Context: an optimization exercise on an open-source flow, tuned for small area, a short achievable clock period and few clock cycles per item. The choices shown serve that exercise and are no tape-out recipe.
Where RTL was checked, it was by simulation tests only, not by an equivalence proof against the original.
No functional check of the RTL was part of runs 6 and 7.
Power and IR drop assume default switching activity.

--- design/flow/flow/run.sh ---
#!/bin/bash
# Standard layout (the standard.sh, standard synthesis unchanged) with two
# resizer options changed: repair may swap a cell for any footprint, and the
# port buffers are plain buffers instead of delay cells.
set -uo pipefail
bash standard.sh MATCH_CELL_FOOTPRINT=0 \
  "BUFFER_PORTS_ARGS=-buffer_cell sky130_fd_sc_hd__buf_4" \
  finish > standard.log 2>&1
--- design/flow/constraint.sdc ---
create_clock -name core_clock -period 4.5 [get_ports {clk_i}]
set_input_delay 0.9000 -clock core_clock [delete_from_list [all_inputs] [get_ports {clk_i}]]
set_output_delay 0.9000 -clock core_clock [all_outputs]
set_load 0.01 [all_outputs]
--- design/flow/standard.sh ---
#!/bin/bash
# synth_recipe.tcl (not shown) runs the flow's synth.tcl, then flattens the netlist and writes it again
# the make line also repeats each setting of config.mk as NAME=value (left out here)
make -C /OpenROAD-flow-scripts/flow DESIGN_CONFIG=/design/flow/config.mk WORK_HOME=/design/flow/orfs CLKGATE_MAP_FILE= SYNTH_SCRIPT=/design/flow/synth_recipe.tcl "${@:-finish}"
--- design/flow/config.mk ---
export PLATFORM = sky130hd
export DESIGN_NAME = window_stack_hit_test_move_to_front_top
export DESIGN_NICKNAME = window_stack_hit_test_move_to_front_top
export VERILOG_FILES = /design/flow/design.v
export SDC_FILE = /design/flow/constraint.sdc
export NUM_CORES = 4
export LEC_CHECK = 0
export CAP_MARGIN = 20
export CORE_MARGIN = 2
export CORE_UTILIZATION = 40
export CTS_CLUSTER_DIAMETER = 150
export CTS_CLUSTER_SIZE = 30
export PLACE_DENSITY = 0.6
export SETUP_SLACK_MARGIN = 2.3
export SLEW_MARGIN = 20
--- design/flow/design.v ---
`timescale 1ns / 1ps
package wsht_pkg;
  localparam int unsigned ID_W = 5;
  localparam logic OP_LOAD  = 1'b0;
  localparam logic OP_CLICK = 1'b1;
  typedef struct packed {
    logic probe;   
    logic load;    
    logic move;    
  } wsht_ctrl_t;
endpackage
`timescale 1ns / 1ps
module wsht_cell
#(
  parameter int unsigned COORD_BITS = 12
) (
  input  logic                  clk_i,
  input  logic                  we_i,
  input  logic [COORD_BITS-1:0] xl_i,
  input  logic [COORD_BITS-1:0] yl_i,
  input  logic [COORD_BITS-1:0] xh_i,
  input  logic [COORD_BITS-1:0] yh_i,
  input  logic [COORD_BITS-1:0] px_i,
  input  logic [COORD_BITS-1:0] py_i,
  output logic                  hit_x_o,
  output logic                  hit_y_o
);
  logic [COORD_BITS-1:0] xl_q, yl_q, xh_q, yh_q;
  logic                  ge_xl, le_xh, ge_yl, le_yh;
  wsht_ge #(.W(COORD_BITS)) u_ge_xl (.a_i(px_i), .b_i(xl_q), .ge_o(ge_xl));
  wsht_ge #(.W(COORD_BITS)) u_le_xh (.a_i(xh_q), .b_i(px_i), .ge_o(le_xh));
  wsht_ge #(.W(COORD_BITS)) u_ge_yl (.a_i(py_i), .b_i(yl_q), .ge_o(ge_yl));
  wsht_ge #(.W(COORD_BITS)) u_le_yh (.a_i(yh_q), .b_i(py_i), .ge_o(le_yh));
  assign hit_x_o = ge_xl & le_xh;
  assign hit_y_o = ge_yl & le_yh;
  always_ff @(posedge clk_i) begin
    if (we_i) begin
      xl_q <= xl_i;
      yl_q <= yl_i;
      xh_q <= xh_i;
      yh_q <= yh_i;
    end
  end
endmodule
module wsht_ge
#(
  parameter int unsigned W = 12
) (
  input  logic [W-1:0] a_i,
  input  logic [W-1:0] b_i,
  output logic         ge_o
);
  localparam int unsigned L = (W > 1) ? $clog2(W) : 1;
  logic [W-1:0] gt [L+1];
  logic [W-1:0] gq [L+1];
  assign gt[0] = a_i & ~b_i;
  assign gq[0] = a_i | ~b_i;
  for (genvar l = 0; l < L; l++) begin : g_lvl
    localparam int unsigned N = (W + (1 << l) - 1) >> l;
    for (genvar k = 0; k < W; k++) begin : g_rng
      if (2 * k + 1 < N) begin : g_join
        assign gt[l+1][k] = gt[l][2*k+1] | (gq[l][2*k+1] & gt[l][2*k]);
        assign gq[l+1][k] = gt[l][2*k+1] | (gq[l][2*k+1] & gq[l][2*k]);
      end else if (2 * k < N) begin : g_pass
        assign gt[l+1][k] = gt[l][2*k];
        assign gq[l+1][k] = gq[l][2*k];
      end else begin : g_none
        assign gt[l+1][k] = 1'b0;
        assign gq[l+1][k] = 1'b0;
      end
    end
  end
  assign ge_o = gq[L][0];
endmodule
`timescale 1ns / 1ps
module window_stack_hit_test_move_to_front_top
#(
  parameter int unsigned MAX_WINDOWS = 16,
  parameter int unsigned COORD_BITS  = 12
) (
  input  logic                  clk_i,
  input  logic                  rst_ni,
  input  logic                  in_valid_i,
  output logic                  in_ready_o,
  input  logic                  in_operation_i,
  input  logic [COORD_BITS-1:0] in_x_low_i,
  input  logic [COORD_BITS-1:0] in_y_low_i,
  input  logic [COORD_BITS-1:0] in_x_high_i,
  input  logic [COORD_BITS-1:0] in_y_high_i,
  output logic                  out_valid_o,
  input  logic                  out_ready_i,
  output logic [4:0]            out_window_id_o,
  output logic                  out_ignored_o,
  output logic                  out_store_full_o
);
  localparam int unsigned NW   = MAX_WINDOWS;
  localparam int unsigned ID_W = wsht_pkg::ID_W;
  logic                  busy_q;       
  logic                  accept;
  logic [NW-1:0]         used_q;       
  logic [NW-1:0]         free_first;   
  logic [NW-1:0]         hit_x, hit_y;
  logic                  is_full;
  logic                  is_load;
  assign accept  = in_valid_i && !busy_q;
  assign is_load = (in_operation_i == wsht_pkg::OP_LOAD);
  assign is_full = used_q[NW-1];
  for (genvar i = 0; i < NW; i++) begin : g_slot
    if (i == 0) begin : g_first
      assign free_first[i] = !used_q[i];
    end else begin : g_rest
      assign free_first[i] = !used_q[i] && used_q[i-1];
    end
    wsht_cell #(
      .COORD_BITS (COORD_BITS)
    ) u_cell (
      .clk_i   (clk_i),
      .we_i    (accept && is_load && free_first[i]),
      .xl_i    (in_x_low_i),
      .yl_i    (in_y_low_i),
      .xh_i    (in_x_high_i),
      .yh_i    (in_y_high_i),
      .px_i    (in_x_low_i),
      .py_i    (in_y_low_i),
      .hit_x_o (hit_x[i]),
      .hit_y_o (hit_y[i])
    );
  end
  logic [NW-1:0] hx_q, hy_q;    
  logic          s2_click_q;    
  logic          s2_load_q;     
  logic          s2_full_q;     
  always_ff @(posedge clk_i or negedge rst_ni) begin
    if (!rst_ni) begin
      used_q     <= '0;
      s2_click_q <= 1'b0;
      s2_load_q  <= 1'b0;
      s2_full_q  <= 1'b0;
    end else begin
      s2_click_q <= accept && !is_load;
      s2_load_q  <= accept && is_load && !is_full;
      s2_full_q  <= accept && is_load && is_full;
      if (accept && is_load) used_q <= {used_q[NW-2:0], 1'b1};
    end
  end
  always_ff @(posedge clk_i) begin
    hx_q <= hit_x;
    hy_q <= hit_y;
  end
  logic [NW-1:0] above_q [NW];
  logic [NW-1:0] hit;           
  logic [NW-1:0] newest;        
  logic [NW-1:0] blocked;       
  logic [NW-1:0] top;           
  for (genvar i = 0; i < NW; i++) begin : g_newest
    if (i == NW - 1) begin : g_last
      assign newest[i] = used_q[i];
    end else begin : g_rest
      assign newest[i] = used_q[i] && !used_q[i+1];
    end
  end
  assign hit = hx_q & hy_q & used_q;
  always_comb begin
    for (int i = 0; i < NW; i++) begin
      blocked[i] = 1'b0;
      for (int j = 0; j < NW; j++) begin
        if (j < i) blocked[i] = blocked[i] | (hit[j] &  above_q[j][i]);
        if (j > i) blocked[i] = blocked[i] | (hit[j] & ~above_q[i][j]);
      end
    end
  end
  assign top = ({NW{s2_click_q}} & hit & ~blocked) | ({NW{s2_load_q}} & newest);
  for (genvar i = 0; i < NW; i++) begin : g_row
    for (genvar j = i + 1; j < NW; j++) begin : g_col
      always_ff @(posedge clk_i) begin
        above_q[i][j] <= top[i] | (above_q[i][j] & ~top[j]);
      end
    end
  end
  logic          s3_valid_q;
  logic [NW-1:0] top_q;
  logic          s3_ign_q;
  logic          s3_full_q;
  always_ff @(posedge clk_i or negedge rst_ni) begin
    if (!rst_ni) begin
      s3_valid_q <= 1'b0;
    end else begin
      s3_valid_q <= s3_next;
    end
  end
  always_ff @(posedge clk_i) begin
    top_q     <= top;
    s3_ign_q  <= s2_click_q && !(|hit);
    s3_full_q <= s2_full_q;
  end
  logic [ID_W-1:0] res_id;
  always_comb begin
    res_id = '0;
    for (int i = 0; i < NW; i++) begin
      if (top_q[i]) res_id = res_id | ID_W'(i + 1);
    end
  end
  localparam int unsigned QD = 4;
  localparam int unsigned EW = ID_W + 2;
  logic [EW-1:0] q_data [QD];
  logic [QD-1:0] q_valid;
  logic [EW-1:0] sh_data [QD];
  logic [QD-1:0] sh_valid;
  logic [EW-1:0] nx_data [QD];
  logic [QD-1:0] nx_valid;
  logic          pop;
  logic          put;
  assign pop = q_valid[0] && out_ready_i;
  always_comb begin
    for (int k = 0; k < QD; k++) begin
      if (pop) begin
        sh_data[k]  = (k + 1 < QD) ? q_data[(k + 1) % QD] : q_data[k];
        sh_valid[k] = (k + 1 < QD) ? q_valid[(k + 1) % QD] : 1'b0;
      end else begin
        sh_data[k]  = q_data[k];
        sh_valid[k] = q_valid[k];
      end
    end
    put = s3_valid_q;
    for (int k = 0; k < QD; k++) begin
      nx_data[k]  = sh_data[k];
      nx_valid[k] = sh_valid[k];
      if (put && !sh_valid[k]) begin
        nx_data[k]  = {res_id, s3_ign_q, s3_full_q};
        nx_valid[k] = 1'b1;
        put         = 1'b0;
      end
    end
  end
  logic s2_next, s3_next;
  assign s2_next = accept;
  assign s3_next = s2_click_q || s2_load_q || s2_full_q;
  always_ff @(posedge clk_i or negedge rst_ni) begin
    if (!rst_ni) begin
      q_valid <= '0;
      busy_q  <= 1'b0;
    end else begin
      q_valid <= nx_valid;
      busy_q  <= nx_valid[QD-1]
              || (nx_valid[QD-2] && (s2_next || s3_next))
              || (nx_valid[QD-3] && s2_next && s3_next);
    end
  end
  always_ff @(posedge clk_i) begin
    for (int k = 0; k < QD; k++) q_data[k] <= nx_data[k];
  end
  assign in_ready_o       = !busy_q;
  assign out_valid_o      = q_valid[0];
  assign out_window_id_o  = q_data[0][EW-1:2];
  assign out_ignored_o    = q_data[0][1];
  assign out_store_full_o = q_data[0][0];
endmodule
==> results of run 1 <==
where the power goes:
part | leakage [µW] | total (µW) | switching, µW | internal (µW)
Clock | 0.000539 | 4530 | 2830 | 1700
Sequential | 0.00891 | 12100 | 934 | 11100
Combinational | 0.00698 | 3250 | 1940 | 1300
Total | 0.0164 | 19800 | 5710 | 14100
through the flow:
| step | util (%) | area [µm²] | setup slack (ns) |
|---|---|---|---|
| CTS | 44.36 | 47690 | 2.283 |
| floorplan | - | 43720 | 1.269 |
| global route | 45.22 | 48610 | 2.212 |
| global placement | 42.46 | 45650 | 0.9826 |
| detailed placement | 42.46 | 45650 | 0.9437 |
| finish | 45.22 | 48620 | 2.244 |
worst min-delay path by stage:
stage / from / endpoint / slack [ns]
3_3_place_gp: s2_full_q$_DFF_PN0_ / s3_full_q$_DFF_P_ / 0.35
4_1_cts: rst_ni / s2_click_q$_DFF_PN0_ / 0.14
2_1_floorplan: s2_full_q$_DFF_PN0_ / s3_full_q$_DFF_P_ / 0.34
3_5_place_dp: s2_full_q$_DFF_PN0_ / s3_full_q$_DFF_P_ / 0.35
5_1_grt: rst_ni / busy_q$_DFF_PN0_ / 0.15
6_report: rst_ni / s2_click_q$_DFF_PN0_ / 0.16
cell usage in the layout (no fill, tap or decap), drive strengths merged, types with 28 or more instances in the layout:
cell type / instances
a211o: 29
a211oi: 62
a21boi: 28
a21o: 68
a21oi: 161
a221o: 31
a222oi: 90
a22oi: 53
buf: 201
clkbuf: 72
dfxtp: 170
edfxtp: 796
inv: 157
maj3: 200
nand2: 302
nand2b: 173
nand3: 50
nor2: 164
nor2b: 189
o21ai: 271
o221ai: 37
o22ai: 79
o311a: 28
timing repair:
| item | 4_1_cts | 5_1_grt |
|---|---|---|
| setup endpoints to repair | 660 | 412 |
| gates cloned | 5 | 7 |
| pin swaps | 11 | 61 |
| buffers inserted | 22 | 40 |
| resized for setup | 189 | 137 |
sequential cells by signal, summed over array words and instances, names as in the netlist:
name / count
top_q: 16
used_q: 16
s3_ign_q: 1
s2_full_q: 1
q_valid: 4
s2_click_q: 1
above_q: 120
hy_q: 16
s3_full_q: 1
hx_q: 16
g_slot.u_cell.yh_q: 192
g_slot.u_cell.yl_q: 192
g_slot.u_cell.xl_q: 192
s2_load_q: 1
g_slot.u_cell.xh_q: 192
q_data: 28
s3_valid_q: 1
busy_q: 1
cell families (layout without fill, tap and decap cells):
family	after synthesis	count (layout)
and+or+nand+nor	969	971
buffers and inverters	358	441
other	0	1
DFF	991	991
adders and majority gates	200	200
muxes	14	14
AOI/OAI and AO/OA	1018	1018
final cells by class:
type	count	area, µm²	share of cell area [%]
multi-input combinational	2203	14870	30.59
clock buffer	64	1070	2.200
timing repair buffer	209	2203	4.532
tap	1403	1755	3.611
antenna	1	2.502	0.005147
inverter	164	685.7	1.410
clock inverter	4	65.06	0.1338
sequential	991	27960	57.52
worst reg2reg max path: stages (launching register included):
cell	delay, ns
dfrtp_2	0.44
and3_4	0.22
a22o_1	0.22
a221oi_2	0.20
o2111ai_2	0.17
nor4_2	0.38
a31oi_2	0.12
buf_6	0.22
a21bo_2	0.19
metal layers:
layer	GRT usage [%]	vias to the layer above	routed length, µm
met5	0	-	0
met4	4.514	0	2878
met3	3.415	172	10940
met2	32.55	1378	54820
met1	32.70	14830	56230
li1	-	13520	-
==> metrics.md, run 1 <==
| Metric | Value |
|---|---|
| Vias in the first global route | `27,460` |
| Synth top area share | `54.96%` |
| Final worst path period share | `50.13%` |
| Max-slew headroom | `27.98%` |
| Clk_skew | `0.03747 ns` |
| Initial Util | `40.46%` |
| WP data arrival | `2.80 ns` |
| RSZ-0062 raised after global routing | `yes` |
| RR Startpoint | `used_q[0]$_DFFE_PN0P_` |
| Status | `complete, no violations` |
| XOR/XNOR Fraction of Synth Area | `0%` |
| Crit. Startpoint | `used_q[0]$_DFFE_PN0P_` |
| GRT Overall Usage | `21.55%` |
| First-pass GRT wire length | `182,600 µm` |
| Port bufs | `61` |
| EDFF count, synth | `796` |
| Crit-path max FO | `8` |
| Top-count cell post-synth | `edfxtp_1` |
| Fin cells | `5,039` |
| Layout cells sized above 1 | `13.45%` |
| Largest family of logic cells by synthesized area | `compound AO/OA/AOI/OAI gates` |
| Final worst path period need | `2.256 ns` |
| Yosys top cell by area | `edfxtp_1` |
| Distinct cell type count of the synthesized netlist | `62` |
| Largest net degree at the start of global routing | `67` |
| Fill count | `9,704` |
| Crit Path Class | `flip-flop to flip-flop` |
| Area contributors post-synth | `edfxtp_1, dfxtp_1, maj3_1, o21ai_0, nor2b_1` |
| H-tree levels | `2` |
| CP Buf/Inv Count | `1` |
| # clock sinks | `991` |
| Post-Syn Area | `43,490 µm²` |
| CTS tree | `done` |
| Pwr/cell area | `407.9 nW/µm²` |
| Fmax | `443.3 MHz` |
| Hold WS | `0.1615 ns` |
| CP endpoint | `above_q[8][11]$_DFF_P_` |
| Asr flop ratio synth | `2.523%` |
| CTS Buf Count | `39` |
| Area delta synth->final | `11.78%` |
| Io pins | `62` |
| Slew @ Worst Pin | `1.069 ns` |
| Synth warnings | `9` |
| Core Box Area | `107,500 µm²` |
| Compound-cell area share of the yosys netlist | `16.09%` |
| CP max stage cell | `dfrtp_2` |
| Max Buffers Root-to-Sink | `3` |
| Gr ovfl total | `0` |
| Setup_tns | `0 ns` |
| FF-to-FF path depth | `8` |
| Peak supply drop | `0.2540 mV` |
| DRT Pass-1 Iters | `9` |
| Post-Syn Nets | `3,603` |
| Cell row count | `120` |
| Root Driver | `clkbuf_16` |
| Mean routed wirelength per cell | `24.78 µm` |
| Number of max-cap violations | `0` |
| 1st-iter DRT viols | `4,083` |
| Req. time, crit path | `5.04 ns` |
| Critical-path cell list | `and3_4 -> a22o_1 -> a221oi_2 -> o2111ai_2 -> nor4_2 -> a31oi_2 -> buf_6 -> a21bo_2` |
| Nets | `3,661` |
| Final setup fails | `0` |
| Die footprint | `111,400 µm²` |
| Post-Synth Simple-Gate Area | `11.14%` |
| Via count | `29,900` |
| Final Slew Violations | `0` |
| Final ANT Viol Nets | `0` |
| Top_reg_cell synth | `edfxtp_1` |
| R2r setup slk | `2.24 ns` |
| Height of the die | `333.7 µm` |
| Worst min-delay path class | `input pin to async pin` |
| Worst skew pair latency | `0.66 ns` |
| CP Capture Type | `flip-flop` |
| Startpoint Class | `flip-flop` |
| DP HPWL | `75,240 µm` |
| CP max stage delay | `0.44 ns` |
| Crit-path leading delay family | `compound AO/OA/AOI/OAI gates` |
| Clk slew on worst S/H paths | `0.12 ns` |
| CP Depth | `8` |
| Sequential area share after synthesis | `64.22%` |
| Register bit total from synthesis | `991` |
| Critical R2R Capture | `above_q[8][11]$_DFF_P_` |
| Final Hold Fails | `0` |
| Post-synthesis cell count | `3,550` |
| Syn Area/Cell | `12.25 µm²` |
| Hold buffer count at CTS | `0` |
| Mux cell area share after synthesis | `0.3625%` |
| Via/cell ratio | `5.933` |
| Synth top cells by count | `edfxtp_1, nand2_1, o21ai_0` |
| Synth Area in Adders | `4.775%` |
| Routed wire length | `124,900 µm` |
| Die X | `333.7 µm` |
| Placer Congestion | `0.9583` |
| Total chip power | `19,830 µW` |
| Dpl cells | `4,896` |
| Leakage | `0.01643 µW` |
| Initial antenna violation count | `2` |
| Drc violations | `0` |
Testbench counts, summed over its fixed seeds: cycles 4,824, items 4,800.
==> inputs of run 2 (changes only) <==
--- a/design/flow/config.mk
+++ b/design/flow/config.mk
@@ -7,2 +7,3 @@
 export LEC_CHECK = 0
+export ABC_CLOCK_PERIOD_IN_PS = 2200
 export CAP_MARGIN = 20
@@ -10,4 +11,2 @@
 export CORE_UTILIZATION = 40
-export CTS_CLUSTER_DIAMETER = 150
-export CTS_CLUSTER_SIZE = 30
 export PLACE_DENSITY = 0.6
==> run 2 against run 1 <==
Effect of this change:
- register-to-register slack is essentially flat
- largest cell class unchanged
- sequential share of layout area shrank 2.8 points
- design area grew 5.2%
- synthesized cell count is the same
- still clean
- clock power grew 97%
- largest power group unchanged
- critical path depth grew 1
- combinational power is essentially flat
- non-clock buffer count grew 12
- fmax shrank 0.29%
- die area is the same
- first-iteration DRC count grew 3.9%
- via count grew 2.2%
==> metrics.md, run 2 <==
| Metric | Value |
|---|---|
| RSZ-0062 raised after global routing | `yes` |
| Slew @ Worst Pin | `1.065 ns` |
| Final ANT Viol Nets | `0` |
| Routed wire length | `127,500 µm` |
| Yosys top cell by area | `edfxtp_1` |
| R2r setup slk | `2.24 ns` |
| Sequential area share after synthesis | `64.22%` |
| Height of the die | `333.7 µm` |
| Via count | `30,560` |
| Fill count | `9,454` |
| # clock sinks | `991` |
| Root Driver | `clkbuf_16` |
| Top-count cell post-synth | `edfxtp_1` |
| Multi-input logic area | `14,850 µm²` |
| Final worst path period need | `2.262 ns` |
| DRT Pass-1 Iters | `8` |
| Crit-path max FO | `7` |
| Die footprint | `111,400 µm²` |
| Req. time, crit path | `5.09 ns` |
| Die X | `333.7 µm` |
| Leakage | `0.01769 µW` |
| Initial Util | `40.46%` |
| Comb pwr share | `13.4%` |
| Synth top area share | `54.96%` |
| Fin cells | `5,181` |
| Asr flop ratio synth | `2.523%` |
| Mean routed wirelength per cell | `24.60 µm` |
| Cell row count | `120` |
| Clk_skew | `0.03824 ns` |
| Critical R2R Capture | `above_q[3][7]$_DFF_P_` |
| Reg area | `27,960 µm²` |
| Area contributors post-synth | `edfxtp_1, dfxtp_1, maj3_1, o21ai_0, nor2b_1` |
| Most frequent cells in the layout | `edfxtp_1, nand2_1, o21ai_0, nor2b_1, nand2b_1` |
| Register bit total from synthesis | `991` |
| Net Sw Frac | `27.29%` |
| Drc violations | `0` |
| Final Slew Violations | `0` |
| Clk slew on worst S/H paths | `0.07 ns` |
| Synth warnings | `9` |
| Synth top cells by count | `edfxtp_1, nand2_1, o21ai_0` |
| XOR/XNOR Fraction of Synth Area | `0%` |
| Clock network power share | `36.8%` |
| WP data arrival | `2.85 ns` |
| Worst setup slack after layout | `2.238 ns` |
| Status | `complete, no violations` |
| Hold WS | `0.1194 ns` |
| CTS tree | `done` |
| CP Capture Type | `flip-flop` |
| Nets | `3,740` |
| DP HPWL | `75,240 µm` |
| Synth Area in Adders | `4.775%` |
| Startpoint Class | `flip-flop` |
| Max Buffers Root-to-Sink | `3` |
| Gr ovfl total | `0` |
| Distinct cell type count of the synthesized netlist | `62` |
| 1st-iter DRT viols | `4,244` |
| GRT Overall Usage | `22.03%` |
| Top_reg_cell synth | `edfxtp_1` |
| Place WS | `0.9437 ns` |
| Compound-cell area share of the yosys netlist | `16.09%` |
| Max-slew headroom | `28.24%` |
| Setup_tns | `0 ns` |
| Pwr/cell area | `474.9 nW/µm²` |
| Via/cell ratio | `5.899` |
| Syn Area/Cell | `12.25 µm²` |
| Worst skew pair latency | `0.71 ns` |
| Number of max-cap violations | `0` |
| Largest family of logic cells by synthesized area | `compound AO/OA/AOI/OAI gates` |
| Post-Syn Area | `43,490 µm²` |
| CTS Buf Count | `104` |
| EDFF count, synth | `796` |
| Internal power | `17,650 µW` |
| H-tree levels | `3` |
| Largest net degree at the start of global routing | `67` |
| Final worst path period share | `50.28%` |
| Crit Path Class | `flip-flop to flip-flop` |
| First-pass GRT wire length | `186,300 µm` |
| Mux cell area share after synthesis | `0.3625%` |
| Post-Synth Simple-Gate Area | `11.14%` |
| Final setup fails | `0` |
| Worst min-delay path class | `input pin to async pin` |
| Initial antenna violation count | `3` |
| Area delta synth->final | `17.55%` |
| Port bufs | `61` |
| Peak supply drop | `0.2802 mV` |
| Number of diodes | `0` |
| Dpl cells | `4,896` |
| Vias in the first global route | `28,450` |
| Placer Congestion | `0.9583` |
| Final Hold Fails | `0` |
| Sequential share of power | `49.8%` |
| Core Box Area | `107,500 µm²` |
| Io pins | `62` |
| P_sw | `6625 µW` |
| Commonest non-fill, non-tap cell in the layout | `edfxtp_1` |
| Layout cells sized above 1 | `16.01%` |
| FF-to-FF path depth | `9` |
| Fmax | `442.0 MHz` |
| Post-synthesis cell count | `3,550` |
| Post-Syn Nets | `3,603` |
| RR Startpoint | `used_q[8]$_DFFE_PN0P_` |
run 2: logic make-up (layout without fill, tap and decap cells):
kind of cell	after synthesis	in the layout
AO/OA/AOI/OAI	1018	1018
flip-flops	991	991
AND/OR/NAND/NOR	969	973
buffers and inverters	358	582
adder cells (fa/ha/maj)	200	200
multiplexers	14	14
run 2: worst max-delay path, stage by stage, from the launching register on:
cell,delay [ns]
dfrtp_2,0.44
buf_4,0.16
nand3_4,0.13
o22ai_2,0.11
a211oi_4,0.29
o2111ai_2,0.18
nor4_4,0.34
a21oi_2,0.12
buf_6,0.21
a21o_1,0.17
run 2: power by group through the flow:
stage / clock network (µW) / logic, µW / registers, µW
after global routing: 9430 / 3560 / 12200
after CTS: 9060 / 3030 / 12100
final: 8920 / 3260 / 12100
after floorplan: 0 / 1960 / 11900
after detailed placement: 0 / 2880 / 12200
after global placement: 0 / 2830 / 12200
run 2: worst max path at each step:
stage	startpoint	to	slack, ns
2_1_floorplan	in_valid_i	g_slot[10].u_cell.xh_q[0]$_DFFE_PP_	1.27
6_report	used_q[8]$_DFFE_PN0P_	above_q[3][7]$_DFF_P_	2.24
3_5_place_dp	in_y_low_i[4]	hy_q[14]$_DFF_P_	0.94
5_1_grt	used_q[8]$_DFFE_PN0P_	above_q[5][7]$_DFF_P_	2.19
4_1_cts	busy_q$_DFF_PN0_	in_ready_o	2.27
3_3_place_gp	in_y_low_i[4]	hy_q[6]$_DFF_P_	0.98
run 2: layout make-up:
type	count	area share (%)
inverters	164	1.344
clock inverters	56	1.304
well taps	1403	3.434
repair buffers	221	4.498
flip-flops and latches	991	54.70
clock buffers	141	5.670
multi-input cells	2205	29.05
run 2: repair_timing:
| item | in CTS | in global routing |
|---|---|---|
| endpoints found under the setup margin | 668 | 689 |
| buffers inserted | 27 | 47 |
| hold buffers | 0 | 0 |
| resized for setup | 186 | 128 |
| pin swaps | 14 | 48 |
| cloned | 5 | 9 |
run 2: metal layers:
metal	share of wire, %	GRT usage, %	vias up
met3	9.6	4.001	256
met5	0.033	0	-
met4	2.6	6.632	2
met1	44	32.70	15030
met2	44	32.80	1518
li1	-	-	13760
run 2: metrics by stage:
step,total power (µW),util [%],instance area [µm²]
final,24280,47.56,51130
after global routing,25160,47.56,51130
after CTS,24140,46.68,50190
after detailed placement,15090,42.46,45650
after global placement,15030,42.46,45650
after floorplan,13810,-,43720
==> inputs of run 3 (changes only) <==
--- a/design/flow/design.v
+++ b/design/flow/design.v
@@ -146,3 +146,3 @@
   always_ff @(posedge clk_i) begin
-    hx_q <= hit_x;
+    hx_q <= hit_x & used_q;
     hy_q <= hit_y;
@@ -161,3 +161,3 @@
   end
-  assign hit = hx_q & hy_q & used_q;
+  assign hit = hx_q & hy_q;
   always_comb begin
--- a/design/flow/config.mk
+++ b/design/flow/config.mk
@@ -7,7 +7,8 @@
 export LEC_CHECK = 0
-export ABC_CLOCK_PERIOD_IN_PS = 2200
 export CAP_MARGIN = 20
 export CORE_MARGIN = 2
-export CORE_UTILIZATION = 40
-export PLACE_DENSITY = 0.6
+export CORE_UTILIZATION = 60
+export CTS_CLUSTER_DIAMETER = 120
+export CTS_CLUSTER_SIZE = 22
+export PLACE_DENSITY = 0.75
 export SETUP_SLACK_MARGIN = 2.3
==> run 3 against run 2 <==
Effect of this change:
- still clean on timing, DRC and antenna
- die area decreased by 34%
- clock power shrank 42%
- design area fell by 6.2%
- power is 17% lower
- register-to-register slack worse by 0.03 ns
- clock skew decreased by 0.0072 ns
- sequential power is essentially flat
==> metrics.md, run 3 <==
| Metric | Value |
|---|---|
| Hold buffer count at CTS | `0` |
| Drc violations | `0` |
| Nets | `3,557` |
| Die X | `271.8 µm` |
| Synth warnings | `9` |
| Final Slew Violations | `0` |
| CP max stage cell | `dfxtp_1` |
| CTS tree | `done` |
| Height of the die | `271.8 µm` |
| First-pass GRT wire length | `184,600 µm` |
| Final setup fails | `0` |
| Clk slew on worst S/H paths | `0.09 ns` |
| 1st-iter DRT viols | `4,571` |
| Post-placement cell area | `44,570 µm²` |
| Multi-input logic area | `14,510 µm²` |
| Synth top area share | `55.55%` |
| DRT Pass-1 Iters | `8` |
| Area delta synth->final | `11.49%` |
| EDFF count, synth | `796` |
| Place WS | `0.8841 ns` |
| Fin cells | `4,496` |
| Sequential area share after synthesis | `64.92%` |
| Cell row count | `98` |
| Post-Layout Inst Area | `47,970 µm²` |
| Via/cell ratio | `6.786` |
| WP data arrival | `2.82 ns` |
| Setup_tns | `0 ns` |
| Met3 GRT Util | `6.139%` |
| Met2 usage in global routing | `51.28%` |
| Status | `complete, no violations` |
| Top-count cell post-synth | `edfxtp_1` |
| Total chip power | `20,250 µW` |
| # clock sinks | `991` |
| Initial antenna violation count | `1` |
| Crit-path max FO | `16` |
| Commonest non-fill, non-tap cell in the layout | `edfxtp_1` |
| Final ANT Viol Nets | `0` |
| Die footprint | `73,870 µm²` |
| Top_reg_cell synth | `edfxtp_1` |
| Area contributors post-synth | `edfxtp_1, dfxtp_1, maj3_1, nand2_1, o21ai_0` |
| Startpoint Class | `flip-flop` |
| Layout cells sized above 1 | `13.00%` |
| Post-Syn Area | `43,030 µm²` |
| Most frequent cells in the layout | `edfxtp_1, nand2_1, o21ai_0, maj3_1, dfxtp_1` |
| GRT Overall Usage | `33.20%` |
| Final worst path period share | `50.86%` |
| Number of max-cap violations | `0` |
| Port bufs | `61` |
| Dpl cells | `4,332` |
| RSZ-0062 raised after global routing | `yes` |
| Yosys top cell by area | `edfxtp_1` |
| Synth top cells by count | `edfxtp_1, nand2_1, o21ai_0` |
| Req. time, crit path | `5.03 ns` |
| Worst setup slack after layout | `2.211 ns` |
| Final worst path period need | `2.289 ns` |
| Syn Area/Cell | `12.47 µm²` |
| Asr flop ratio synth | `2.523%` |
| Routed wire length | `126,700 µm` |
| Largest net degree at the start of global routing | `53` |
| Max Buffers Root-to-Sink | `3` |
| Critical-path cell list | `nand2_4 -> o22ai_1 -> a221oi_1 -> nand3_1 -> nor4_2 -> a31oi_1 -> buf_4 -> a21bo_2` |
| Reg area | `27,940 µm²` |
| Slew @ Worst Pin | `1.104 ns` |
| Peak supply drop | `0.4171 mV` |
| CP max stage delay | `0.42 ns` |
| Clk_skew | `0.03109 ns` |
| Register bit total from synthesis | `991` |
| Vias in the first global route | `29,300` |
| Leakage | `0.01621 µW` |
| Gr ovfl total | `0` |
| Max-slew headroom | `26.39%` |
| Fill count | `5,049` |
| CP Capture Type | `flip-flop` |
| Io pins | `62` |
| Via count | `30,510` |
| Post-Syn Nets | `3,503` |
| Crit Path Class | `flip-flop to flip-flop` |
| DP HPWL | `76,000 µm` |
| Post-synthesis cell count | `3,450` |
| Top Usage Layer GRT | `met2` |
| Final Hold Fails | `0` |
| Worst skew pair latency | `0.66 ns` |
| Root Driver | `clkbuf_16` |
| CTS Buf Count | `51` |
| GR Util met1 | `47.89%` |
| Distinct cell type count of the synthesized netlist | `70` |
| Pwr/cell area | `422.2 nW/µm²` |
| Initial Util | `60.40%` |
| Core Box Area | `71,240 µm²` |
| Placer Congestion | `0.9447` |
| H-tree levels | `2` |
| Mean routed wirelength per cell | `28.18 µm` |
| Worst min-delay path class | `input pin to async pin` |
| Fmax | `436.9 MHz` |
[run 3: changes by cell type after synthesis, sizes merged, moves of 16 or more]
| cell | delta |
|---|---|
| nand3 | -17 |
| o2111ai | +21 |
| and2 | +16 |
| a222oi | -39 |
| a221oi | +23 |
| nand2b | -18 |
| nor2 | -16 |
| nor2b | -53 |
| maj3 | +27 |
| a31oi | +27 |
| a21oi | -27 |
| o21ai | -41 |
[run 3: where the power goes]
| part | leakage, µW | internal (µW) | switching [µW] | total [µW] |
|---|---|---|---|---|
| logic | 0.00658 | 1210 | 1880 | 3090 |
| registers | 0.00892 | 11100 | 949 | 12000 |
| clock network | 0.000708 | 2190 | 2950 | 5140 |
[run 3: path summary, 6_finish.rpt]
check	startpoint	end	slack, ns	cells past startpoint
max	hx_q[10]$_DFF_P_	above_q[8][9]$_DFF_P_	2.21	8
min	rst_ni	used_q[10]$_DFFE_PN0P_	0.17	1
max reg2reg	hx_q[10]$_DFF_P_	above_q[8][9]$_DFF_P_	2.21	8
min reg2reg	s2_full_q$_DFF_PN0_	s3_full_q$_DFF_P_	0.38	0
max in group asynchronous	rst_ni	s2_click_q$_DFF_PN0_	4.00	1
min in group core_clock	s2_full_q$_DFF_PN0_	s3_full_q$_DFF_P_	0.38	0
[run 3: metal layers]
| layer | vias up | share of wire, % | wire length, µm |
|---|---|---|---|
| li1 | 13250 | - | - |
| met1 | 15100 | 40 | 50360 |
| met2 | 1879 | 46 | 58080 |
| met3 | 283 | 11 | 13800 |
| met4 | 0 | 3.5 | 4473 |
| met5 | - | 0 | 0 |
[run 3: kinds of logic (layout without fill, tap and decap cells)]
| logic type | count (synthesis) | count (layout) | synth area share, % |
|---|---|---|---|
| adders and majority gates | 227 | 227 | 5.409 |
| AOI/OAI and AO/OA | 994 | 995 | 15.96 |
| DFF | 991 | 991 | 64.92 |
| buffers and inverters | 343 | 435 | 3.199 |
| and+or+nand+nor | 881 | 883 | 10.14 |
| other | 0 | 1 | 0 |
| muxes | 14 | 14 | 0.3664 |
[run 3: cell type report]
type,instances,share of cell area [%]
clock inverters,4,0.1435
clock buffers,90,2.966
flip-flops and latches,991,58.24
multi-input cells,2119,30.26
diodes,1,0.005217
repair inverters,3,0.04695
well taps,950,2.478
inverters,153,1.403
repair buffers,185,4.463
[run 3: worst max-delay path, delay by kind of cell, from the launching register on]
kind	cells	cell delay (ns)
buf+inv	1	0.27
compound gates	4	0.75
flops	1	0.42
simple gates	3	0.72
[run 3: stage by stage]
stage | util (%) | hold WS, ns
after CTS | 66.27 | 0.1541
after floorplan | - | 0.3390
after global routing | 67.33 | 0.1698
final | 67.33 | 0.1676
after detailed placement | 62.56 | 0.3563
after global placement | 62.56 | 0.3508
[run 3: timing repair]
action,CTS,global route
setup endpoints to repair,873,457
cloned,9,7
resized for setup,228,118
setup buffers,29,22
pin swaps,15,32
Testbench counts of run 3, summed over its fixed seeds: cycles 4,824, items 4,800.
==> inputs of run 4 (changes only) <==
--- a/design/flow/config.mk
+++ b/design/flow/config.mk
@@ -9,7 +9,7 @@
 export CORE_MARGIN = 2
-export CORE_UTILIZATION = 60
+export CORE_UTILIZATION = 40
 export CTS_CLUSTER_DIAMETER = 120
 export CTS_CLUSTER_SIZE = 22
-export PLACE_DENSITY = 0.75
-export SETUP_SLACK_MARGIN = 2.3
+export PLACE_DENSITY = 0.6
+export SETUP_SLACK_MARGIN = 2.6
 export SLEW_MARGIN = 20
==> run 4 against run 3 <==
Effect of this change:
- sequential share of layout area decreased by 6.0 points
- worst hold slack got worse by 0.031 ns
- global-route usage decreased by 9.4 points
- clock skew increased by 0.0071 ns
- worst setup slack improved by 0.087 ns
- non-clock buffer count increased by 235
- largest cell class unchanged
==> metrics.md, run 4 <==
| Metric | Value |
|---|---|
| Status | `complete, no violations` |
| Worst min-delay path class | `input pin to async pin` |
| CTS Buf Count | `51` |
| DP HPWL | `75,420 µm` |
| EDFF count, synth | `796` |
| Post-synthesis cell count | `3,450` |
| Fill count | `9,083` |
| Synth warnings | `9` |
| DRT Pass-1 Iters | `9` |
| Reg area | `27,980 µm²` |
| Yosys top cell by area | `edfxtp_1` |
| Clock network power share | `24.4%` |
| Crit Path Class | `flip-flop to flip-flop` |
| Via count | `31,720` |
| Slew @ Worst Pin | `0.9030 ns` |
| Initial antenna violation count | `1` |
| Worst setup slack after layout | `2.298 ns` |
| Final worst path period share | `48.93%` |
| Cell row count | `120` |
| Port bufs | `61` |
| # clock sinks | `991` |
| WP data arrival | `2.54 ns` |
| Internal power | `15,010 µW` |
| Sequential area share after synthesis | `64.92%` |
| Peak supply drop | `0.3400 mV` |
| Dpl cells | `4,793` |
| Top_reg_cell synth | `edfxtp_1` |
| RSZ-0062 raised after global routing | `yes` |
| Root Driver | `clkbuf_16` |
| Post-Syn Nets | `3,503` |
| Drc violations | `0` |
| Setup_tns | `0 ns` |
| Io pins | `62` |
| Placer Congestion | `0.9329` |
| Post-layout util | `50.13%` |
| Worst skew pair latency | `0.67 ns` |
| Fin cells | `5,175` |
| Clk_skew | `0.03820 ns` |
| Via/cell ratio | `6.129` |
| Core Box Area | `106,900 µm²` |
| Height of the die | `332.0 µm` |
| Asr flop ratio synth | `2.523%` |
| Gr ovfl total | `0` |
| Post-Syn Area | `43,030 µm²` |
| Max-slew headroom | `39.16%` |
| Die X | `332.0 µm` |
| Multi-input logic area | `15,830 µm²` |
| Final ANT Viol Nets | `0` |
| Commonest non-fill, non-tap cell in the layout | `edfxtp_1` |
| CTS tree | `done` |
| Largest net degree at the start of global routing | `62` |
| Vias in the first global route | `29,190` |
| GRT Overall Usage | `23.84%` |
| Crit-path max FO | `24` |
| Area delta synth->final | `24.54%` |
| Max Buffers Root-to-Sink | `3` |
| Total chip power | `21,160 µW` |
| Number of diodes | `0` |
| Number of max-cap violations | `0` |
| Place WS | `0.9265 ns` |
| Nets | `3,796` |
| Req. time, crit path | `4.84 ns` |
| Fmax | `454.2 MHz` |
| Top-count cell post-synth | `edfxtp_1` |
| Leakage | `0.01839 µW` |
| Mean routed wirelength per cell | `27.97 µm` |
| H-tree levels | `2` |
| CP Capture Type | `flip-flop` |
| Sequential share of power | `57.2%` |
| Syn Area/Cell | `12.47 µm²` |
| Final worst path period need | `2.202 ns` |
| Pwr/cell area | `394.9 nW/µm²` |
| Net Sw Frac | `29.05%` |
| First-pass GRT wire length | `197,400 µm` |
| Comb pwr share | `18.5%` |
| Final Hold Fails | `0` |
| Initial Util | `40.25%` |
| 1st-iter DRT viols | `4,267` |
| Routed wire length | `144,800 µm` |
| Most frequent cells in the layout | `edfxtp_1, nand2_1, o21ai_0, buf_4, dfxtp_1` |
| Final setup fails | `0` |
| Register bit total from synthesis | `991` |
| Final Slew Violations | `0` |
| Synth top area share | `55.55%` |
| Layout cells sized above 1 | `25.00%` |
| P_sw | `6148 µW` |
| Clk slew on worst S/H paths | `0.10 ns` |
| Die footprint | `110,200 µm²` |
| Startpoint Class | `flip-flop` |
| Synth top cells by count | `edfxtp_1, nand2_1, o21ai_0` |
| Area contributors post-synth | `edfxtp_1, dfxtp_1, maj3_1, nand2_1, o21ai_0` |
| Hold buffer count at CTS | `0` |
| Distinct cell type count of the synthesized netlist | `70` |
run 4: cell counts after synthesis:
No cell type changed its count.
run 4: final timing paths:
kind	start	end	slack, ns	cells after the start
setup / recovery	busy_q$_DFF_PN0_	g_slot[5].u_cell.xh_q[0]$_DFFE_PP_	2.30	8
hold / removal	rst_ni	used_q[15]$_DFFE_PN0P_	0.14	1
setup reg to reg	busy_q$_DFF_PN0_	g_slot[5].u_cell.xh_q[0]$_DFFE_PP_	2.30	8
hold reg to reg	s2_full_q$_DFF_PN0_	s3_full_q$_DFF_P_	0.38	0
max in group asynchronous	rst_ni	s2_click_q$_DFF_PN0_	4.05	1
min in group core_clock	s2_full_q$_DFF_PN0_	s3_full_q$_DFF_P_	0.38	0
run 4: area by class of cell:
class | instances | share of cell area [%]
flip-flops and latches | 991 | 52.22
clock inverters | 1 | 0.03736
repair buffers | 420 | 10.83
well taps | 1403 | 3.276
clock buffers | 81 | 2.671
inverters | 153 | 1.343
multi-input cells | 2122 | 29.54
repair inverters | 4 | 0.08406
run 4: kinds of logic (layout without fill, tap and decap cells):
logic type	Yosys count	after routing	synth area share, %
AOI/OAI and AO/OA	994	997	15.96
DFF	991	991	64.92
and+or+nand+nor	881	884	10.14
buffers and inverters	343	659	3.199
adders and majority gates	227	227	5.409
muxes	14	14	0.3664
run 4: critical path, stage by stage, from the launching register on:
cell and delay [ns]:
dfrtp_1 0.38, inv_2 0.07, buf_6 0.11, nand2_8 0.06, or2_4 0.31, buf_12 0.15
nor3_4 0.30, buf_12 0.20, buf_6 0.28
run 4: per-stage QoR:
stage                     instance area (µm²)  hold WS, ns
after floorplan                         43270       0.3390
after global placement                  45220       0.3691
after detailed placement                45220       0.3611
after CTS                               50930       0.1307
after global routing                    53590       0.1557
final                                   53590       0.1366
run 4: timing repair:
| action | in CTS | in global routing |
|---|---|---|
| gates cloned | 46 | 50 |
| setup endpoints to repair | 965 | 686 |
| pin swaps | 238 | 123 |
| buffers inserted | 132 | 72 |
| gates resized for setup | 617 | 263 |
run 4: power groups by stage:
stage               clock, µW  sequential [µW]  combinational, µW
floorplan                   0            11800               1850
global route             5520            12200               4160
CTS                      5230            12000               3350
finish                   5160            12100               3910
detailed placement          0            12100               2740
global placement            0            12100               2690
run 4: per-layer routing:
| metal | part of all wire [%] | wire length [µm] | GRT usage (%) | vias to the layer above |
|---|---|---|---|---|
| li1 | - | - | - | 13780 |
| met1 | 40 | 57990 | 32.80 | 15860 |
| met2 | 46 | 66410 | 38.35 | 1734 |
| met3 | 10 | 14460 | 4.285 | 346 |
| met4 | 4.1 | 5896 | 7.427 | 0 |
| met5 | 0 | 0 | 0 | - |
==> inputs of run 5 (changes only) <==
--- a/design/flow/config.mk
+++ b/design/flow/config.mk
@@ -13,3 +13,3 @@
 export PLACE_DENSITY = 0.6
-export SETUP_SLACK_MARGIN = 2.6
+export SETUP_SLACK_MARGIN = 2.3
 export SLEW_MARGIN = 20
==> run 5 against run 4 <==
Effect of this change:
- still clean
- first-iteration DRC count decreased by 20%
- fmax is 0.40% lower
- register-to-register slack barely moved
- critical path depth shrank 5
- clock skew decreased by 0.0022 ns
- cell count is 4.2% lower
- via count fell by 6.7%
- non-clock buffer count fell by 208
- die area stayed put
- worst setup slack lost 0.0089 ns
- critical path type unchanged
==> metrics.md, run 5 <==
| Metric | Value |
|---|---|
| Clk_skew | `0.03598 ns` |
| DP HPWL | `75,420 µm` |
| Height of the die | `332.0 µm` |
| R2r setup slk | `2.29 ns` |
| Comb pwr share | `15.0%` |
| Initial antenna violation count | `0` |
| Worst setup slack after layout | `2.289 ns` |
| Final worst path period share | `49.12%` |
| FF-to-FF path depth | `3` |
| Initial Util | `40.25%` |
| Gr ovfl total | `0` |
| RSZ-0062 raised after global routing | `yes` |
| Top-count cell post-synth | `edfxtp_1` |
| Peak supply drop | `0.2785 mV` |
| Sequential share of power | `59.5%` |
| Synth top area share | `55.55%` |
| Max Buffers Root-to-Sink | `3` |
| Core Box Area | `106,900 µm²` |
| Register bit total from synthesis | `991` |
| Die X | `332.0 µm` |
| Synth warnings | `9` |
| Startpoint Class | `flip-flop` |
| Worst skew pair latency | `0.65 ns` |
| First-pass GRT wire length | `179,500 µm` |
| Root Driver | `clkbuf_16` |
| Place WS | `0.9265 ns` |
| P_sw | `5638 µW` |
| Nets | `3,580` |
| Synth Area in Adders | `5.409%` |
| Critical R2R Capture | `g_slot[8].u_cell.yl_q[8]$_DFFE_PP_` |
| Asr flop ratio synth | `2.523%` |
| CTS Buf Count | `51` |
| Final Slew Violations | `0` |
| Compound-cell area share of the yosys netlist | `15.96%` |
| DRT Pass-1 Iters | `8` |
| Post-synthesis cell count | `3,450` |
| # clock sinks | `991` |
| Most frequent cells in the layout | `edfxtp_1, nand2_1, o21ai_0, maj3_1, dfxtp_1` |
| Leakage | `0.01638 µW` |
| Commonest non-fill, non-tap cell in the layout | `edfxtp_1` |
| Cell row count | `120` |
| Area delta synth->final | `13.03%` |
| 1st-iter DRT viols | `3,399` |
| Post-placement cell area | `45,220 µm²` |
| Internal power | `14,490 µW` |
| XOR/XNOR Fraction of Synth Area | `0%` |
| Final Hold Fails | `0` |
| Vias in the first global route | `27,530` |
| WP data arrival | `2.49 ns` |
| Largest net degree at the start of global routing | `62` |
| Largest family of logic cells by synthesized area | `compound AO/OA/AOI/OAI gates` |
| Port bufs | `61` |
| Worst min-delay path class | `input pin to async pin` |
| Total chip power | `20,130 µW` |
| Via/cell ratio | `5.968` |
| CP Capture Type | `flip-flop` |
| Final worst path period need | `2.211 ns` |
| Post-Synth Simple-Gate Area | `10.14%` |
| Final setup fails | `0` |
| Clk slew on worst S/H paths | `0.10 ns` |
| Yosys top cell by area | `edfxtp_1` |
| GRT Overall Usage | `21.35%` |
| Number of max-cap violations | `0` |
| Routed wire length | `125,100 µm` |
| Net Sw Frac | `28.01%` |
| Via count | `29,600` |
| Crit-path max FO | `48` |
| Status | `complete, no violations` |
| CTS tree | `done` |
| Pwr/cell area | `413.9 nW/µm²` |
| Placer Congestion | `0.9329` |
| Crit Path Class | `flip-flop to flip-flop` |
| Io pins | `62` |
| H-tree levels | `2` |
| Area contributors post-synth | `edfxtp_1, dfxtp_1, maj3_1, nand2_1, o21ai_0` |
| Sequential area share after synthesis | `64.92%` |
| Top_reg_cell synth | `edfxtp_1` |
| Final ANT Viol Nets | `0` |
| Synth top cells by count | `edfxtp_1, nand2_1, o21ai_0` |
| Drc violations | `0` |
| Layout cells sized above 1 | `13.19%` |
| Clock network power share | `25.4%` |
| Req. time, crit path | `4.78 ns` |
| Post-Layout Inst Area | `48,630 µm²` |
| Distinct cell type count of the synthesized netlist | `70` |
| Slew @ Worst Pin | `1.048 ns` |
| Post-Syn Area | `43,030 µm²` |
| Setup_tns | `0 ns` |
| Post-Syn Nets | `3,503` |
| Die footprint | `110,200 µm²` |
| EDFF count, synth | `796` |
| RR Startpoint | `used_q[7]$_DFFE_PN0P_` |
| Mux cell area share after synthesis | `0.3664%` |
| Syn Area/Cell | `12.47 µm²` |
| Max-slew headroom | `30.15%` |
| Fmax | `452.4 MHz` |
| Mean routed wirelength per cell | `25.23 µm` |
run 5: critical path, stage by stage, from the launching register on:
cell and delay (ns):
dfrtp_1 0.56, nor2b_1 0.46, nor3b_4 0.27, buf_6 0.52
run 5: what timing repair did:
action,in CTS,in global routing
pin swaps,9,34
hold buffers,0,0
gates resized for setup,177,131
setup endpoints to repair,829,501
setup buffers,17,52
cloned,4,10
run 5: area by class of cell:
cell class                 instances  area (µm²)
clock inverter                     1       20.02
antenna                            1       2.502
inverter                         153       660.6
clock buffer                      81        1431
fill                            9657       58270
timing repair buffer             212        2370
tap                             1403        1755
multi-input combinational       2118       14450
sequential                       991       27950
run 5: metrics by stage:
| step | util [%] | hold slack [ns] | instances |
|---|---|---|---|
| 3_5_place_dp | 42.30 | 0.3611 | 4793 |
| 3_3_place_gp | 42.30 | 0.3691 | 4793 |
| 4_1_cts | 44.45 | 0.1312 | 4896 |
| 5_1_grt | 45.49 | 0.1607 | 4959 |
| 2_1_floorplan | - | 0.3390 | 3450 |
| 6_report | 45.49 | 0.1551 | 4960 |
run 5: worst max-delay path by stage:
stage,slack [ns],cells past startpoint,startpoint,endpoint
floorplan,1.29,6,in_valid_i,g_slot[10].u_cell.xh_q[0]$_DFFE_PP_
global placement,0.95,7,in_y_low_i[4],hy_q[14]$_DFF_P_
detailed placement,0.93,7,in_y_low_i[4],hy_q[12]$_DFF_P_
CTS,2.29,5,hy_q[9]$_DFF_P_,above_q[3][5]$_DFF_P_
global route,2.17,9,hy_q[14]$_DFF_P_,above_q[2][6]$_DFF_P_
finish,2.29,3,used_q[7]$_DFFE_PN0P_,g_slot[8].u_cell.yl_q[8]$_DFFE_PP_
run 5: routing by layer:
layer / GRT usage (%) / share of wire [%]
met1: 29.59 / 42
met2: 34.79 / 47
met3: 3.153 / 7.9
met4: 6.344 / 2.9
met5: 0 / 0
run 5: cells by family after synthesis:
group	Yosys count
flops	991
mux	14
compound gates	994
fa+ha+maj	227
simple gates	881
buf+inv	343
run 5: power by group through the flow:
stage	sequential, µW	combinational [µW]	clock (µW)
floorplan	11800	1850	0
global placement	12100	2690	0
detailed placement	12100	2740	0
CTS	11900	2880	5230
global route	12100	3300	5520
finish	12000	3030	5120
==> inputs of run 6 (changes only) <==
--- a/design/flow/design.v
+++ b/design/flow/design.v
@@ -105,2 +105,5 @@
   assign accept  = in_valid_i && !busy_q;
+  logic [NW-1:0] wr_slot_q;
+  logic [NW-1:0] used_d;
+  logic          busy_d;
   assign is_load = (in_operation_i == wsht_pkg::OP_LOAD);
@@ -117,3 +120,3 @@
       .clk_i   (clk_i),
-      .we_i    (accept && is_load && free_first[i]),
+      .we_i    (in_valid_i && is_load && wr_slot_q[i]),
       .xl_i    (in_x_low_i),
@@ -132,2 +135,3 @@
   logic          s2_full_q;     
+  assign used_d = (accept && is_load) ? {used_q[NW-2:0], 1'b1} : used_q;
   always_ff @(posedge clk_i or negedge rst_ni) begin
@@ -135,2 +139,3 @@
       used_q     <= '0;
+      wr_slot_q  <= NW'(1);
       s2_click_q <= 1'b0;
@@ -142,3 +147,6 @@
       s2_full_q  <= accept && is_load && is_full;
-      if (accept && is_load) used_q <= {used_q[NW-2:0], 1'b1};
+      used_q     <= used_d;
+      for (int i = 0; i < NW; i++) begin
+        wr_slot_q[i] <= !busy_d && !used_d[i] && (i == 0 || used_d[(i + NW - 1) % NW]);
+      end
     end
@@ -171,3 +179,7 @@
   end
-  assign top = ({NW{s2_click_q}} & hit & ~blocked) | ({NW{s2_load_q}} & newest);
+  logic          hit_prev;
+  logic [NW-1:0] top_q;
+  assign hit_prev = |(hit & top_q);
+  assign top = ({NW{s2_click_q}} & (hit_prev ? top_q : (hit & ~blocked)))
+             | ({NW{s2_load_q}} & newest);
   for (genvar i = 0; i < NW; i++) begin : g_row
@@ -175,3 +187,3 @@
       always_ff @(posedge clk_i) begin
-        above_q[i][j] <= top[i] | (above_q[i][j] & ~top[j]);
+        above_q[i][j] <= top_q[i] | (above_q[i][j] & ~top_q[j]);
       end
@@ -180,3 +192,2 @@
   logic          s3_valid_q;
-  logic [NW-1:0] top_q;
   logic          s3_ign_q;
@@ -237,2 +248,5 @@
   assign s3_next = s2_click_q || s2_load_q || s2_full_q;
+  assign busy_d = nx_valid[QD-1]
+               || (nx_valid[QD-2] && (s2_next || s3_next))
+               || (nx_valid[QD-3] && s2_next && s3_next);
   always_ff @(posedge clk_i or negedge rst_ni) begin
@@ -243,5 +257,3 @@
       q_valid <= nx_valid;
-      busy_q  <= nx_valid[QD-1]
-              || (nx_valid[QD-2] && (s2_next || s3_next))
-              || (nx_valid[QD-3] && s2_next && s3_next);
+      busy_q  <= busy_d;
     end
==> run 6 against run 5 <==
Effect of this change:
- still clean on timing, DRC and antenna
- power rose by 4.2%
- flip-flop and latch count rose by 16
- sequential power rose by 4%
- sequential share of layout area rose by 0.99 points
- global-route usage barely moved
- critical path depth rose by 3
- core utilization fell by 0.82 points
- worst hold slack improved by 0.037 ns
- clock power rose by 1%
- register-to-register slack got worse by 0.03 ns
- die area rose by 1.5%
- critical endpoint is now top_q[3]$_DFF_P_
- largest power group unchanged
- highest routed layer is now met5
==> metrics.md, run 6 <==
| Metric | Value |
|---|---|
| Status | `complete, no violations` |
| Core Box Area | `108,600 µm²` |
| Synth warnings | `9` |
| Post-Layout Inst Area | `48,490 µm²` |
| Layout cells sized above 1 | `12.69%` |
| Largest net degree at the start of global routing | `58` |
| Area delta synth->final | `11.02%` |
| CP Capture Type | `flip-flop` |
| Req. time, crit path | `5.12 ns` |
| Worst skew pair latency | `0.70 ns` |
| Clk_skew | `0.02835 ns` |
| Fmax | `447.2 MHz` |
| Asr flop ratio synth | `4.071%` |
| Root Driver | `clkbuf_16` |
| Critical R2R Capture | `top_q[3]$_DFF_P_` |
| RR Startpoint | `hx_q[3]$_DFF_P_` |
| Post-placement cell area | `45,830 µm²` |
| Max Buffers Root-to-Sink | `3` |
| Final worst path period share | `49.69%` |
| Number of max-cap violations | `0` |
| R2r setup slk | `2.26 ns` |
| Top-count cell post-synth | `edfxtp_1` |
| Post-Syn Nets | `3,506` |
| Syn Area/Cell | `12.65 µm²` |
| Port bufs | `61` |
| Cell row count | `121` |
| Commonest non-fill, non-tap cell in the layout | `edfxtp_1` |
| Io pins | `62` |
| Critical-path cell list | `and2_4 -> o21ai_0 -> nor4_1 -> nand4_1 -> mux2i_1 -> a32o_1` |
| Via/cell ratio | `5.933` |
| Via count | `29,240` |
| First-pass GRT wire length | `181,000 µm` |
| Drc violations | `0` |
| Hold buffer count at CTS | `0` |
| Initial Util | `40.24%` |
| Crit. Startpoint | `hx_q[3]$_DFF_P_` |
| Final ANT Viol Nets | `0` |
| Die X | `334.4 µm` |
| Startpoint Class | `flip-flop` |
| Placer Congestion | `0.9319` |
| CP Depth | `6` |
| Height of the die | `334.4 µm` |
| Peak supply drop | `0.3278 mV` |
| WP data arrival | `2.86 ns` |
| Post-synthesis cell count | `3,453` |
| EDFF count, synth | `796` |
| CP Buf/Inv Count | `0` |
| Yosys top cell by area | `edfxtp_1` |
| CTS tree | `done` |
| DP HPWL | `77,490 µm` |
| Most frequent cells in the layout | `edfxtp_1, nand2_1, o21ai_0, dfxtp_1, maj3_1` |
| DRT Pass-1 Iters | `9` |
| FF-to-FF path depth | `6` |
| RSZ-0062 raised after global routing | `yes` |
| Distinct cell type count of the synthesized netlist | `74` |
| Leakage | `0.01634 µW` |
| Crit-path leading delay family | `simple AND/OR/NAND/NOR gates` |
| Gr ovfl total | `0` |
| Final setup fails | `0` |
| Crit-path max FO | `15` |
| Area contributors post-synth | `edfxtp_1, dfxtp_1, maj3_1, o21ai_0, dfrtp_1` |
| Synth top area share | `54.73%` |
| Final Hold Fails | `0` |
| Mean routed wirelength per cell | `24.97 µm` |
| Reg area | `28,350 µm²` |
| Nets | `3,527` |
| Synth top cells by count | `edfxtp_1, nand2_1, maj3_1` |
| Pwr/cell area | `432.3 nW/µm²` |
| Final worst path period need | `2.236 ns` |
| GRT Overall Usage | `21.33%` |
| 1st-iter DRT viols | `3,530` |
| Final Slew Violations | `0` |
| CTS Buf Count | `51` |
| Multi-input logic area | `14,550 µm²` |
| CP max stage delay | `0.59 ns` |
| Worst min-delay path class | `input pin to async pin` |
| Register bit total from synthesis | `1,007` |
| Slew @ Worst Pin | `0.9725 ns` |
| Sequential area share after synthesis | `64.87%` |
| Vias in the first global route | `26,900` |
| Crit Path Class | `flip-flop to flip-flop` |
| Fill count | `9,730` |
| Top_reg_cell synth | `edfxtp_1` |
| H-tree levels | `2` |
| Initial antenna violation count | `3` |
| # clock sinks | `1,007` |
| CP max stage cell | `nor4_1` |
| Setup_tns | `0 ns` |
| Routed wire length | `123,100 µm` |
| Die footprint | `111,900 µm²` |
| Post-Syn Area | `43,680 µm²` |
| Max-slew headroom | `34.48%` |
| Clk slew on worst S/H paths | `0.09 ns` |
## run 6: layout make-up
class | instances | share of cell area, %
sequential | 1007 | 58.46
multi-input combinational | 2104 | 30.01
tap | 1414 | 3.649
timing repair buffer | 157 | 3.424
clock buffer | 89 | 2.926
inverter | 150 | 1.357
clock inverter | 4 | 0.1290
timing repair inverter | 3 | 0.04128
antenna | 1 | 0.005161
## run 6: per-layer routing
layer  vias up  wire [µm]  global-route usage (%)
met5         -         25                       0
met4         4       4054                   7.131
met3       177       9225                   2.891
met2      1185      52530                   30.76
met1     14590      57270                   32.88
li1      13290          -                       -
## run 6: kinds of logic (layout without fill, tap and decap cells)
logic type / count (synthesis) / count (layout) / share of synthesized area, %
buffers and inverters: 342 / 403 / 3.085
other: 0 / 1 / 0
and+or+nand+nor: 816 / 816 / 9.674
muxes: 16 / 16 / 0.4039
DFF: 1007 / 1007 / 64.87
adders and majority gates: 236 / 236 / 5.494
AOI/OAI and AO/OA: 1036 / 1036 / 16.47
## run 6: power breakdown
group / internal, µW / switching [µW]
registers: 11500 / 1050
logic: 1370 / 1920
clock network: 2180 / 2990
## run 6: per-stage QoR
stage	hold slack, ns	total power, µW	std cells	utilization [%]	worst slack (ns)
3_5_place_dp	0.3699	15770	4788	42.22	1.009
5_1_grt	0.2087	21800	4928	44.67	2.253
3_3_place_gp	0.3444	15720	4788	42.22	1.039
6_report	0.1920	20960	4929	44.67	2.264
4_1_cts	0.1718	20980	4911	44.19	2.216
2_1_floorplan	0.3390	14360	3453	-	1.960
## run 6: worst max-delay path by stage
| stage | endpoint | slack, ns |
|---|---|---|
| 2_1_floorplan | hy_q[10]$_DFF_P_ | 1.96 |
| 3_3_place_gp | hy_q[10]$_DFF_P_ | 1.04 |
| 3_5_place_dp | hx_q[4]$_DFF_P_ | 1.01 |
| 4_1_cts | top_q[1]$_DFF_P_ | 2.22 |
| 5_1_grt | top_q[4]$_DFF_P_ | 2.25 |
| 6_report | top_q[3]$_DFF_P_ | 2.26 |
## run 6: repair_timing
item / CTS / global route
endpoints found under the setup margin: 67 / 63
gates resized for setup: 106 / 89
buffers inserted: 25 / 12
pin swaps: 9 / 22
cloned: 5 / 5
==> inputs of run 7 (changes only) <==
--- a/design/flow/design.v
+++ b/design/flow/design.v
@@ -24,4 +24,3 @@
   input  logic [COORD_BITS-1:0] py_i,
-  output logic                  hit_x_o,
-  output logic                  hit_y_o
+  output logic [3:0]            hit_o    
 );
@@ -33,4 +32,3 @@
   wsht_ge #(.W(COORD_BITS)) u_le_yh (.a_i(yh_q), .b_i(py_i), .ge_o(le_yh));
-  assign hit_x_o = ge_xl & le_xh;
-  assign hit_y_o = ge_yl & le_yh;
+  assign hit_o = {le_yh, ge_yl, le_xh, ge_xl};
   always_ff @(posedge clk_i) begin
@@ -101,3 +99,3 @@
   logic [NW-1:0]         free_first;   
-  logic [NW-1:0]         hit_x, hit_y;
+  logic [3:0]            hit_b [NW];
   logic                  is_full;
@@ -127,7 +125,6 @@
       .py_i    (in_y_low_i),
-      .hit_x_o (hit_x[i]),
-      .hit_y_o (hit_y[i])
+      .hit_o   (hit_b[i])
     );
   end
-  logic [NW-1:0] hx_q, hy_q;    
+  logic [3:0]    hb_q [NW];     
   logic          s2_click_q;    
@@ -154,4 +151,3 @@
   always_ff @(posedge clk_i) begin
-    hx_q <= hit_x & used_q;
-    hy_q <= hit_y;
+    for (int i = 0; i < NW; i++) hb_q[i] <= {hit_b[i][3:1], hit_b[i][0] & used_q[i]};
   end
@@ -169,3 +165,5 @@
   end
-  assign hit = hx_q & hy_q;
+  for (genvar i = 0; i < NW; i++) begin : g_hit
+    assign hit[i] = &hb_q[i];
+  end
   always_comb begin
==> run 7 against run 6 <==
Effect of this change:
- worst setup slack got worse by 0.020 ns
- clock power increased by 5.6%
- die area increased by 4.2%
- sequential power about the same
- clock skew increased by 0.0079 ns
- count of clock-buffer cells in the layout increased by 4
- fmax decreased by 0.88%
- register-to-register slack got worse by 0.02 ns
- critical path type unchanged
==> metrics.md, run 7 <==
| Metric | Value |
|---|---|
| Critical R2R Capture | `top_q[5]$_DFF_P_` |
| Max Buffers Root-to-Sink | `3` |
| DP HPWL | `80,370 µm` |
| DRT Pass-1 Iters | `9` |
| Fmax | `443.3 MHz` |
| Via count | `31,220` |
| Setup_tns | `0 ns` |
| Synth top cells by count | `edfxtp_1, nand2_1, inv_1` |
| Final worst path period need | `2.256 ns` |
| Root Driver | `clkbuf_16` |
| Leakage | `0.01731 µW` |
| Via/cell ratio | `5.899` |
| Final Hold Fails | `0` |
| CTS tree | `done` |
| Register bit total from synthesis | `1,039` |
| Port bufs | `61` |
| Area delta synth->final | `9.714%` |
| Crit. Startpoint | `hb_q[10][3]$_DFF_P_` |
| Clk slew on worst S/H paths | `0.09 ns` |
| First-pass GRT wire length | `191,500 µm` |
| Routed wire length | `130,100 µm` |
| Synth warnings | `16` |
| Syn Area/Cell | `12.22 µm²` |
| CP endpoint | `top_q[5]$_DFF_P_` |
| Post-Syn Area | `45,560 µm²` |
| RSZ-0062 raised after global routing | `yes` |
| Distinct cell type count of the synthesized netlist | `66` |
| GRT Overall Usage | `21.83%` |
| Top-count cell post-synth | `edfxtp_1` |
| FF-to-FF path depth | `7` |
| Synth top area share | `52.47%` |
| CP Capture Type | `flip-flop` |
| EDFF count, synth | `796` |
| P_sw | `6291 µW` |
| Largest net degree at the start of global routing | `64` |
| Worst skew pair latency | `0.72 ns` |
| Die X | `341.5 µm` |
| Pwr/cell area | `434.0 nW/µm²` |
| Core Box Area | `112,700 µm²` |
| Height of the die | `341.5 µm` |
| Post-synthesis cell count | `3,728` |
| Commonest non-fill, non-tap cell in the layout | `edfxtp_1` |
| Peak supply drop | `0.3097 mV` |
| Io pins | `62` |
| Fill count | `10,210` |
| Slew @ Worst Pin | `0.9414 ns` |
| Cell row count | `123` |
| Sequential area share after synthesis | `63.60%` |
| Post-layout util | `44.37%` |
| Layout cells sized above 1 | `9.702%` |
| Clock network power share | `25.2%` |
| Final Slew Violations | `0` |
| Status | `complete, no violations` |
| Die footprint | `116,600 µm²` |
| RR Startpoint | `hb_q[10][3]$_DFF_P_` |
| Clk_skew | `0.03625 ns` |
| Gr ovfl total | `0` |
| Vias in the first global route | `29,320` |
| Area contributors post-synth | `edfxtp_1, dfxtp_1, maj3_1, nand2b_1, nor2b_1` |
| Asr flop ratio synth | `3.946%` |
| Fin cells | `5,293` |
| Initial Util | `40.44%` |
| Number of max-cap violations | `0` |
| Final setup fails | `0` |
| Sequential share of power | `58.4%` |
| Number of diodes | `0` |
| Hold buffer count at CTS | `0` |
| CTS Buf Count | `54` |
| Most frequent cells in the layout | `edfxtp_1, nand2_1, inv_1, dfxtp_1, nor2_1` |
| Internal power | `15,400 µW` |
| Yosys top cell by area | `edfxtp_1` |
| WP data arrival | `2.89 ns` |
| Crit Path Class | `flip-flop to flip-flop` |
| 1st-iter DRT viols | `3,487` |
| R2r setup slk | `2.24 ns` |
| Startpoint Class | `flip-flop` |
| Net Sw Frac | `29.00%` |
| Req. time, crit path | `5.14 ns` |
| Comb pwr share | `16.5%` |
| Final ANT Viol Nets | `0` |
| # clock sinks | `1,039` |
| Post-Syn Nets | `3,781` |
| Dpl cells | `5,142` |
| Total chip power | `21,690 µW` |
| Initial antenna violation count | `0` |
| Max-slew headroom | `36.58%` |
| Top_reg_cell synth | `edfxtp_1` |
| Worst min-delay path class | `input pin to async pin` |
| Placer Congestion | `0.9449` |
| Crit-path max FO | `5` |
| Drc violations | `0` |
| Mean routed wirelength per cell | `24.58 µm` |
| Nets | `3,803` |
| Multi-input logic area | `15,290 µm²` |
| Final worst path period share | `50.13%` |
| Reg area | `28,990 µm²` |
| H-tree levels | `2` |
## run 7: changes by cell type after synthesis, sizes merged, moves of 32 or more
cell     before  now
o2111ai      24   97
maj3        236  189
nand4        18   61
a211oi       58   10
a22oi        33   68
o211ai        8   42
inv         142  216
dfxtp       170  202
o21ai       230  136
nor2        141  185
nor3         11   51
a222oi       45   11
a31oi        30   77
## run 7: cells by family (layout without fill, tap and decap cells)
logic type / after synthesis / count (layout) / share of synthesized area (%)
adder cells (fa/ha/maj): 189 / 189 / 4.155
AO/OA/AOI/OAI: 1073 / 1074 / 16.80
multiplexers: 21 / 21 / 0.5191
buffers and inverters: 423 / 487 / 3.551
flip-flops: 1039 / 1039 / 63.60
AND/OR/NAND/NOR: 983 / 983 / 11.38
## run 7: cell type report
| type | instances | area share [%] |
|---|---|---|
| inverters | 225 | 1.782 |
| multi-input cells | 2267 | 30.59 |
| well taps | 1500 | 3.755 |
| flip-flops and latches | 1039 | 57.99 |
| clock buffers | 93 | 2.996 |
| repair buffers | 159 | 2.626 |
| clock inverters | 6 | 0.2028 |
| repair inverters | 4 | 0.05507 |
## run 7: how the worst min path moves through the flow
stage,depth (start not counted),slack [ns],start,end
after floorplan,0,0.34,s2_full_q$_DFF_PN0_,s3_full_q$_DFF_P_
after global placement,0,0.35,s2_full_q$_DFF_PN0_,s3_full_q$_DFF_P_
after detailed placement,0,0.35,s2_full_q$_DFF_PN0_,s3_full_q$_DFF_P_
after CTS,1,0.17,rst_ni,q_valid[0]$_DFF_PN0_
after global routing,1,0.22,rst_ni,q_valid[0]$_DFF_PN0_
final,1,0.19,rst_ni,q_valid[0]$_DFF_PN0_
## run 7: worst max-delay path, cell delays in order, from the launching register on
cell       delay, ns
dfxtp_4         0.38
and4_4          0.23
a222oi_1        0.50
o2111ai_4       0.29
nor3_4          0.36
buf_6           0.20
nand3_2         0.12
nand2_1         0.10
## run 7: timing repair
item | CTS | global route
endpoints found under the setup margin | 68 | 90
pin swaps | 9 | 21
resized for setup | 40 | 56
cloned | 4 | 2
buffers inserted | 32 | 14
## run 7: metal layers
metal | routed length, µm | GRT usage, % | up-vias
li1 | - | - | 14260
met1 | 58020 | 31.87 | 15550
met2 | 58870 | 34.22 | 1214
met3 | 10040 | 2.967 | 204
met4 | 3197 | 5.754 | 0
met5 | 0 | 0 | -
## run 7: power by group through the flow
stage,Combinational [µW],Sequential (µW),Clock [µW]
2_1_floorplan,2320,12400,0
3_3_place_gp,3310,12800,0
3_5_place_dp,3370,12800,0
4_1_cts,3480,12600,5600
5_1_grt,3860,12800,5910
6_report,3570,12700,5460
## run 7: per-stage QoR
| stage | setup slack, ns | hold WS [ns] | cell area, µm² |
|---|---|---|---|
| floorplan | 2.280 | 0.3390 | 45860 |
| CTS | 2.185 | 0.1749 | 49680 |
| global placement | 1.174 | 0.3459 | 47690 |
| global route | 2.199 | 0.2192 | 49980 |
| finish | 2.244 | 0.1931 | 49980 |
| detailed placement | 1.185 | 0.3505 | 47720 |
